Source: an optimization exercise on an open RTL-to-GDS flow (aim: small area). Production flows keep margins and buffers that such runs may drop. Function was checked by simulation only, so behaviour that the tests miss may differ from the original. The flow treats the clock pin as an ideal source, which a real chip does not have.

## the baseline
==> flow/design.v <==
`timescale 1ns/10ps
package rv32_pkg;
   typedef union packed {
      struct packed {
         logic [6:0] funct7;
         logic [4:0] rs2;
         logic [4:0] rs1;
         logic [2:0] funct3;
         logic [4:0] rd;
         logic [6:0] opcode;
      } r_fmt;
      struct packed {
         logic [11:0] imm_11_0;
         logic [4:0]  rs1;
         logic [2:0]  funct3;
         logic [4:0]  rd;
         logic [6:0]  opcode;
      } i_fmt;
      struct packed {
         logic [6:0] imm_11_5;
         logic [4:0] rs2;
         logic [4:0] rs1;
         logic [2:0] funct3;
         logic [4:0] imm_4_0;
         logic [6:0] opcode;
      } s_fmt;
      struct packed {
         logic       imm_12;
         logic [5:0] imm_10_5;
         logic [4:0] rs2;
         logic [4:0] rs1;
         logic [2:0] funct3;
         logic [3:0] imm_4_1;
         logic       imm_11;
         logic [6:0] opcode;
      } b_fmt;
      struct packed {
         logic [19:0] imm_31_12;
         logic [4:0]  rd;
         logic [6:0]  opcode;
      } u_fmt;
      struct packed {
         logic       imm_20;
         logic [9:0] imm_10_1;
         logic       imm_11;
         logic [7:0] imm_19_12;
         logic [4:0] rd;
         logic [6:0] opcode;
      } j_fmt;
   } rv32_instr_u;
endpackage
`timescale 1ns/10ps
module rv32_core (
   input  logic                  CLK,
   input  logic                  RST_N,
   input  logic                  I_MEM_WAIT,
   output logic                  I_MEM_ENA,
   output logic [32-1:0] I_MEM_ADDR,
   input  logic [32-1:0] I_MEM_RDATA,
   input  logic                  D_MEM_WAIT,
   output logic                  D_MEM_ENA,
   output logic [3:0]            D_MEM_WSTB,
   output logic [32-1:0] D_MEM_ADDR,
   output logic [32-1:0] D_MEM_WDATA,
   input  logic [32-1:0] D_MEM_RDATA
);
   localparam logic [2:0] S_CLR   = 3'd0;   
   localparam logic [2:0] S_FETCH = 3'd1;   
   localparam logic [2:0] S_EX1   = 3'd2;   
   localparam logic [2:0] S_EX2   = 3'd3;   
   localparam logic [2:0] S_DRTY  = 3'd4;   
   logic [4:0]  c;
   logic [2:0]  st;
   logic        flag;      
   logic        ca, cb;    
   logic [4:0]  aux;       
   logic [31:0] P, A, W;
   logic        p_in, a_in, w_in;
   wire c0   = (c == 5'd0);
   wire c31  = (c == 5'd31);
   wire clr  = (st == S_CLR);
   wire ex1  = (st == S_EX1);
   wire ex2  = (st == S_EX2);
   wire drty = (st == S_DRTY);
   wire [31:0] ir = I_MEM_RDATA;
   wire [4:0]  opc = ir[6:2];
   wire [2:0]  f3  = ir[14:12];
   wire is_lui   = (opc == 5'b01101);
   wire is_auipc = (opc == 5'b00101);
   wire is_jal   = (opc == 5'b11011);
   wire is_jalr  = (opc == 5'b11001);
   wire is_br    = (opc == 5'b11000);
   wire is_ld    = (opc == 5'b00000);
   wire is_st    = (opc == 5'b01000);
   wire is_opi   = (opc == 5'b00100);
   wire is_op    = (opc == 5'b01100);
   wire is_alu   = is_op | is_opi;
   wire is_shift = is_alu & (f3[1:0] == 2'b01);
   wire is_slt   = is_alu & (f3[2:1] == 2'b01);
   wire two_pass = is_shift | is_slt | is_br;
   logic immb;
   always_comb begin
      if (is_lui | is_auipc) begin
         immb = (c >= 5'd12) ? ir[c] : 1'b0;
      end else if (is_jal) begin
         if (c0)                immb = 1'b0;
         else if (c <= 5'd10)   immb = ir[20 + c];
         else if (c == 5'd11)   immb = ir[20];
         else if (c <= 5'd19)   immb = ir[c];
         else                   immb = ir[31];
      end else if (is_br | is_st) begin
         if (c <= 5'd4)         immb = (is_br & c0) ? 1'b0 : ir[7 + c];
         else if (c <= 5'd10)   immb = ir[20 + c];
         else if (c == 5'd11)   immb = is_br ? ir[7] : ir[31];
         else                   immb = ir[31];
      end else begin
         immb = (c <= 5'd10) ? ir[20 + c] : ir[31];
      end
   end
   logic [31:0] rtap;    
   logic        wbit, wen;
   wire  [4:0]  rd  = ir[11:7];
   wire  [4:0]  rs1 = ir[19:15];
   wire  [4:0]  rs2 = ir[24:20];
   assign rtap[0] = 1'b0;
   for (genvar k = 1; k < 32; k++) begin : g_x
      logic [31:0] r;
      wire we = clr | (wen & (rd == k));
      always_ff @(posedge CLK) r <= {we ? wbit : r[0], r[31:1]};
      assign rtap[k] = r[0];
   end
   wire rs1b = rtap[rs1];
   wire rs2b = rtap[rs2];
   wire pcb  = P[0];
   wire sub  = is_br | is_slt | (is_op & (f3 == 3'b000) & ir[30]);
   wire opa  = (is_auipc | is_jal) ? pcb : ((is_lui | is_shift) ? 1'b0 : rs1b);
   wire opb  = (is_op | is_br) ? rs2b : immb;
   wire opbx = opb ^ sub;
   wire ca_i = c0 ? sub : ca;
   wire suma = opa ^ opbx ^ ca_i;
   wire ca_o = (opa & opbx) | (opa & ca_i) | (opbx & ca_i);
   wire b2   = (ex2 & is_br & flag) ? immb : (c == 5'd2);
   wire cb_i = c0 ? 1'b0 : cb;
   wire sumb = pcb ^ b2 ^ cb_i;
   wire cb_o = (pcb & b2) | (pcb & cb_i) | (b2 & cb_i);
   wire eq_i  = (c0 ? 1'b1 : flag) & ~(opa ^ opb);
   wire ltu   = ~ca_o;
   wire lt    = (opa ^ opb) ? opa : ltu;
   wire cmp   = is_br ? (((f3[2] ? (f3[1] ? ltu : lt) : eq_i)) ^ f3[0])
                      : (f3[0] ? ltu : lt);
   wire       left = ~f3[2];
   wire [4:0] nsh  = 5'd0 - aux;
   wire [5:0] csum = {1'b0, c} + {1'b0, aux};
   wire       ovf  = csum[5];
   wire [4:0] widx = left ? nsh : (ovf ? ~c : aux);
   wire       shb  = W[widx] & (left ? (c >= aux) : (~ovf | ir[30]));
   wire [1:0] ldsz = f3[1:0];
   wire [4:0] ldw1 = (ldsz == 2'b00) ? 5'd7 : ((ldsz == 2'b01) ? 5'd15 : 5'd31);
   wire       ldin = (c <= ldw1);
   wire [4:0] ldix = {aux[1:0] + (ldin ? c[4:3] : ldw1[4:3]), ldin ? c[2:0] : 3'b111};
   wire       ldb  = D_MEM_RDATA[ldix] & (ldin | ~f3[2]);
   always_comb begin
      wbit = 1'b0;
      if (ex1) begin
         if (is_jal | is_jalr) wbit = sumb;
         else if (is_alu) begin
            case (f3)
               3'b100:  wbit = opa ^ opb;
               3'b110:  wbit = opa | opb;
               3'b111:  wbit = opa & opb;
               default: wbit = suma;
            endcase
         end else wbit = suma;
      end else if (ex2) begin
         if (is_ld)       wbit = ldb;
         else if (is_slt) wbit = c0 & flag;
         else             wbit = shb;
      end
   end
   assign wen = (ex1 & ~two_pass & (is_lui | is_auipc | is_jal | is_jalr | is_alu)) |
                (ex2 & ~is_br);
   wire pw = clr | (ex1 & ~is_br) | (ex2 & is_br);
   assign p_in = pw ? (~clr & ~c0 & ((is_jal | is_jalr) & ex1 ? suma : sumb)) : P[0];
   assign a_in = ex1 ? suma : A[0];
   logic repl;
   always_comb begin
      if (f3[1:0] == 2'b00 && c >= 5'd8)       repl = W[24];
      else if (f3[1:0] == 2'b01 && c >= 5'd16) repl = W[16];
      else                                     repl = rs2b;
   end
   assign w_in = ex1 ? (is_st ? repl : rs1b) : W[0];
   always_ff @(posedge CLK) begin
      P <= {p_in, P[31:1]};
      A <= {a_in, A[31:1]};
      W <= {w_in, W[31:1]};
   end
   wire dreq = c31 & (ex1 | drty) & (is_ld | is_st);
   wire ireq = c31 & (clr | (st == S_FETCH) | ex2 |
                      (ex1 & ~two_pass & ~is_ld & ~is_st) |
                      ((ex1 | drty) & is_st & ~D_MEM_WAIT));
   assign I_MEM_ENA  = ireq;
   assign I_MEM_ADDR = {p_in, P[31:1]};
   assign D_MEM_ENA  = dreq;
   assign D_MEM_ADDR = {a_in, A[31:1]};
   assign D_MEM_WDATA = {w_in, W[31:1]};
   always_comb begin
      D_MEM_WSTB = 4'b0000;
      if (is_st) begin
         case (f3[1:0])
            2'b00:   D_MEM_WSTB = 4'b0001 << aux[1:0];
            2'b01:   D_MEM_WSTB = aux[1] ? 4'b1100 : 4'b0011;
            default: D_MEM_WSTB = 4'b1111;
         endcase
      end
   end
   always_ff @(posedge CLK) begin
      if (!RST_N) begin
         c  <= 5'd0;
         st <= S_CLR;
      end else begin
         c <= c + 5'd1;
         if (c31) begin
            case (st)
               S_EX1: begin
                  if (two_pass)
                     st <= S_EX2;
                  else if (is_ld)
                     st <= D_MEM_WAIT ? S_DRTY : S_EX2;
                  else if (is_st)
                     st <= D_MEM_WAIT ? S_DRTY : (I_MEM_WAIT ? S_FETCH : S_EX1);
                  else
                     st <= I_MEM_WAIT ? S_FETCH : S_EX1;
               end
               S_DRTY: begin
                  if (is_ld)
                     st <= D_MEM_WAIT ? S_DRTY : S_EX2;
                  else
                     st <= D_MEM_WAIT ? S_DRTY : (I_MEM_WAIT ? S_FETCH : S_EX1);
               end
               default: st <= I_MEM_WAIT ? S_FETCH : S_EX1;
            endcase
         end
      end
   end
   always_ff @(posedge CLK) begin
      ca <= ca_o;
      cb <= cb_o;
      if (ex1) flag <= c31 ? cmp : eq_i;
      if (ex1 & (c < 5'd5)) aux <= {suma, aux[4:1]};
   end
endmodule
==> flow/config.mk <==
export PLATFORM = sky130hd
export DESIGN_NAME = rv32_core
export DESIGN_NICKNAME = rv32_core
export VERILOG_FILES = /design/flow/design.v
export SDC_FILE = /design/flow/constraint.sdc
export NUM_CORES = 4
export LEC_CHECK = 0
export CAP_MARGIN = 20
export CORE_MARGIN = 2
export CORE_UTILIZATION = 40
export SLEW_MARGIN = 20
==> flow/constraint.sdc <==
create_clock -name core_clock -period 9.0 [get_ports {CLK}]
set_input_delay 1.8000 -clock core_clock [delete_from_list [all_inputs] [get_ports {CLK}]]
set_output_delay 1.8000 -clock core_clock [all_outputs]
set_load 0.01 [all_outputs]
run.sh (not shown) runs the stock make flow with config.mk's settings and CLKGATE_MAP_FILE= SYNTH_SCRIPT=/design/flow/synth_recipe.tcl, a recipe that flattens the netlist after the stock synthesis.
Every stage of the flow completed for the baseline, and the final layout passed the timing, DRC and antenna checks.
The following lists how the candidate was set up differently from the baseline:
- PLACE_DENSITY newly set to 0.8
- CORE_UTILIZATION changed from 40 to 65
==> flow/flow/run.sh (new file) <==
#!/bin/bash
# Own layout flow: the standard flow (standard.sh) with two changes to how
# the layout is made:
#  - port buffers use the smallest buffer (buf_1) instead of ORFS's default pick;
#  - CTS clusters up to 36 sinks per clkbuf_16 leaf buffer and inserts no dummy loads.
# Synthesis, floorplan, power grid, placement, routing and finishing are the
# standard flow's, unchanged. Each tool's output is in the make logs under
# orfs/logs; the make output itself goes to standard.log.
set -euo pipefail
export BUFFER_PORTS_ARGS="-buffer_cell sky130_fd_sc_hd__buf_1"
export CTS_ARGS="-sink_clustering_enable -repair_clock_nets -buf_list sky130_fd_sc_hd__clkbuf_16 -sink_clustering_size 36 -sink_clustering_max_diameter 80 -dont_use_dummy_load"
bash standard.sh finish > standard.log 2>&1
==> flow/standard.sh (new file) <==
#!/bin/bash
# synth_recipe.tcl (not shown) runs the flow's synth.tcl, then flattens the netlist and writes it again
# the make line also repeats each setting of config.mk as NAME=value (left out here)
make -C /OpenROAD-flow-scripts/flow DESIGN_CONFIG=/design/flow/config.mk WORK_HOME=/design/flow/orfs CLKGATE_MAP_FILE= SYNTH_SCRIPT=/design/flow/synth_recipe.tcl "${@:-finish}"
removed: flow/run.sh
Results
Setup slack: the candidate more than the baseline. Compared with the baseline, the candidate degrades number of violations reported at the end of detailed-routing iteration 0. Between the baseline and the candidate, the global-route met3 utilization figures differ only marginally. Comparing the baseline and the candidate, the lower instance count on the critical path was measured on the baseline. Cell at the slowest stage of the critical path: sky130_fd_sc_hd__a2111oi_0 -> the candidate, sky130_fd_sc_hd__fa_1 -> the baseline. Going from the baseline to the candidate, final instance count without filler cells shrinks by 476. On cell area, the baseline loses to the candidate.

separate check: timing with driven ports:
The results above use ideal ports. As a check the final layouts listed here were re-extracted and re-timed, cells and wires unchanged.
Step 1 (the two cells are an assumption about what drives the block):
set clk [get_ports {CLK}]
set_driving_cell -lib_cell sky130_fd_sc_hd__clkbuf_16 $clk
set_driving_cell -lib_cell sky130_fd_sc_hd__buf_2 [delete_from_list [all_inputs] $clk]
Step 2 also shifts input and output timing later by t, the mid clock arrival at the registers, as if the neighbouring blocks saw the same clock.
a / b / c = ideal ports / drivers / drivers and shift; a / b = the first two.
| run | t (ns) | setup slack, ns | worst setup path at the end | slew at the worst register clock pin (ns) |
|---|---|---|---|---|
| the baseline | 0.692 | 0.824 / 0.755 / 0.755 | input to output | 0.06 / 0.06 |
| the candidate | 0.617 | 0.905 / 0.817 / 0.817 | input to output | 0.12 / 0.12 |
After both steps setup and hold are still met in every run listed. For the candidate, which loses most, drivers alone change the setup slack by -0.088 ns; drivers and shift together by -0.088 ns.
